What follows belongs to an exercise in optimizing a design on an open flow for small area, a short achievable clock period and few clock cycles; a production flow would make more cautious choices.
Only simulation tests tie the RTL to the original design; equivalence was not proved.
No activity file was given, so power comes from the tool's default toggle rates.

Design pe_top, start of the top module:
module pe_top (
	input  wire                          clock,
	input  wire                          reset,
	input  wire                          load_en,
	input  wire                          mac_en,
	output logic                         cal_fin,
	input  wire                          psum_clear,
	input  wire                          psum_enq_en,
	input  wire                          psum_in_valid,
	input  wire pe_pkg::psum_t           psum_in,
	output logic                         psum_in_ready,
	input  wire                          psum_out_ready,
	output logic                         psum_out_valid,
	output pe_pkg::psum_t                psum_out,
	output logic                         psum_acc_fin,
	input  wire                          iact_data_in_valid,
	input  wire  [13-1:0]     iact_data_in,
	output logic                         iact_data_write_fin,
	input  wire                          weight_ptr_in_valid,
	input  wire  [7-1:0]            weight_ptr_in,
	output logic                         weight_ptr_write_fin,
	input  wire                          weight_data_in_valid,
	input  wire  [12-1:0]   weight_data_in,
	output logic                         weight_data_write_fin
);
Size in the first run: ~140,000 sq um of cells after synthesis.
Settings: LEC_CHECK=0, CAP_MARGIN=10, CORE_MARGIN=2, CORE_UTILIZATION=40, CTS_BUF_LIST=sky130_fd_sc_hd__clkbuf_16, CTS_CLUSTER_DIAMETER=80, CTS_CLUSTER_SIZE=22, PLACE_DENSITY=0.5, SETUP_SLACK_MARGIN=3.0, SLEW_MARGIN=10, SYNTH_HIERARCHICAL=1, SYNTH_MINIMUM_KEEP_SIZE=0; clock period 8.0 ns.
run.sh (not shown) runs the stock make flow with config.mk's settings and CLKGATE_MAP_FILE= SYNTH_SCRIPT=/design/flow/synth_recipe.tcl, a recipe that flattens the netlist after the stock synthesis.
Testbench counts at the start, summed over its fixed seeds: cycles 13,292.
Rerun with:
SETUP_SLACK_MARGIN = 2.6   (was 3.0)
Cell count is lower by 0.85%.
Cell area is lower by 1.5%.
Setup slack degrades by 0.25 ns.
Wire length is lower by about 0.44%.
Critical path depth is higher by 7.
Via count is lower by about 0.9%.
Synthesized area does not change.


== alpha ==
Another version of the RTL of pe_top (not shown whole).
Size in the first run: ~10000 cells after synthesis, about 92 I/O pins, roughly 140000 µm² of cells after synthesis.
// pe_top
module pe_top (
	input  wire                          clock,
	input  wire                          reset,
	input  wire                          load_en,
	input  wire                          mac_en,
	output logic                         cal_fin,
	input  wire                          psum_clear,
	input  wire                          psum_enq_en,
	input  wire                          psum_in_valid,
	input  wire pe_pkg::psum_t           psum_in,
	output logic                         psum_in_ready,
	input  wire                          psum_out_ready,
	output logic                         psum_out_valid,
	output pe_pkg::psum_t                psum_out,
	output logic                         psum_acc_fin,
	input  wire                          iact_data_in_valid,
	input  wire  [13-1:0]     iact_data_in,
	output logic                         iact_data_write_fin,
	input  wire                          weight_ptr_in_valid,
	input  wire  [7-1:0]            weight_ptr_in,
	output logic                         weight_ptr_write_fin,
	input  wire                          weight_data_in_valid,
	input  wire  [12-1:0]   weight_data_in,
	output logic                         weight_data_write_fin
);
==> flow/config.mk <==
export PLATFORM = sky130hd
export DESIGN_NAME = pe_top
export DESIGN_NICKNAME = pe_top
export VERILOG_FILES = /design/flow/design.v
export SDC_FILE = /design/flow/constraint.sdc
export NUM_CORES = 4
export LEC_CHECK = 0
export CAP_MARGIN = 20
export CORE_MARGIN = 2
export CORE_UTILIZATION = 40
export CTS_BUF_LIST = sky130_fd_sc_hd__clkbuf_16
export CTS_CLUSTER_DIAMETER = 80
export CTS_CLUSTER_SIZE = 22
export PLACE_DENSITY = 0.5
export SETUP_SLACK_MARGIN = 3.3
export SLEW_MARGIN = 20
export SYNTH_HIERARCHICAL = 1
export SYNTH_MINIMUM_KEEP_SIZE = 0
==> flow/constraint.sdc <==
create_clock -name core_clock -period 8.0 [get_ports {clock}]
set_input_delay 1.6000 -clock core_clock [delete_from_list [all_inputs] [get_ports {clock}]]
set_output_delay 1.6000 -clock core_clock [all_outputs]
set_load 0.01 [all_outputs]
Testbench counts of alpha, summed over its fixed seeds: cycles 13,020.
Input-level comparison between beta and alpha:
Settings: SETUP_SLACK_MARGIN now 3.15, was 3.3.
Notes after the runs:
beta went all the way through the flow, and no timing, DRC or antenna check failed.
Routed wirelength normalized by instance count in beta is 1.4% lower than in alpha
Diff alpha -> beta | clock-buffer cell count | decrease of about 1%
Going from alpha to beta, fraction of cell area in non-clock buffers moved down; area taken by flip-flops and latches level; combined global-route utilization of all metal layers moved down.
Delta (beta minus alpha): time the final worst path needs with I/O delays and setup shows a reduction of 0.035 ns; power went down by about 1.4%.
For gamma, these inputs were changed with respect to beta:
Settings: CAP_MARGIN changed from 20 to 10; SLEW_MARGIN changed from 20 to 10; SETUP_SLACK_MARGIN changed from 3.15 to 3.0.
Notes after the runs:
- Diff beta -> gamma | minimum clock period after layout | increase of 0.14 ns
- gamma has completed all stages; timing, DRC and antenna checks passed.
- beta: full flow OK, the timing, design-rule and antenna checks passed
- The portion of total power attributed to sequential cells number comes out lower for beta vs gamma.
- Cmp gamma and beta / clock-buffer cell count / lower: beta

-- re-timing with driven ports --
In the flow no input, the clock included, has a driving cell. The finished layouts below were timed again as built, in two steps. Step 1: set_driving_cell puts a clkbuf_16 on clock and a buf_2 on each other input, an assumption about the parent block. Step 2 times the ports against the registers' clock, not the clock port: input delays grow and output delays shrink by t, the midpoint of the rising clock arrivals with the driver on. a / b / c = ideal / step 1 / step 2; a / b = the first two.
| run | t (ns) | setup slack, ns | hold WS [ns] | clock arrival spread, ns | worst data-port slew with drivers (ns) |
|---|---|---|---|---|---|
| the first run of note 1 | 1.010 | 2.882 / 2.837 / 2.240 | 0.376 / 0.376 / 0.376 | 0.124 / 0.123 | 0.18 |
| the second run of note 1 | 1.017 | 2.634 / 2.634 / 2.086 | 0.401 / 0.401 / 0.401 | 0.097 / 0.098 | 0.05 |
| alpha | 1.013 | 3.097 / 3.097 / 2.183 | 0.425 / 0.425 / 0.425 | 0.070 / 0.070 | 0.18 |
| beta | 1.023 | 3.133 / 3.133 / 2.240 | 0.430 / 0.430 / 0.430 | 0.079 / 0.079 | 0.16 |
| gamma | 1.026 | 2.988 / 2.988 / 2.186 | 0.399 / 0.399 / 0.399 | 0.075 / 0.075 | 0.17 |
After both steps every run listed still meets setup and hold. The setup slack of alpha, which loses most, moves by 0.000 ns with the drivers and by -0.914 ns with both steps.
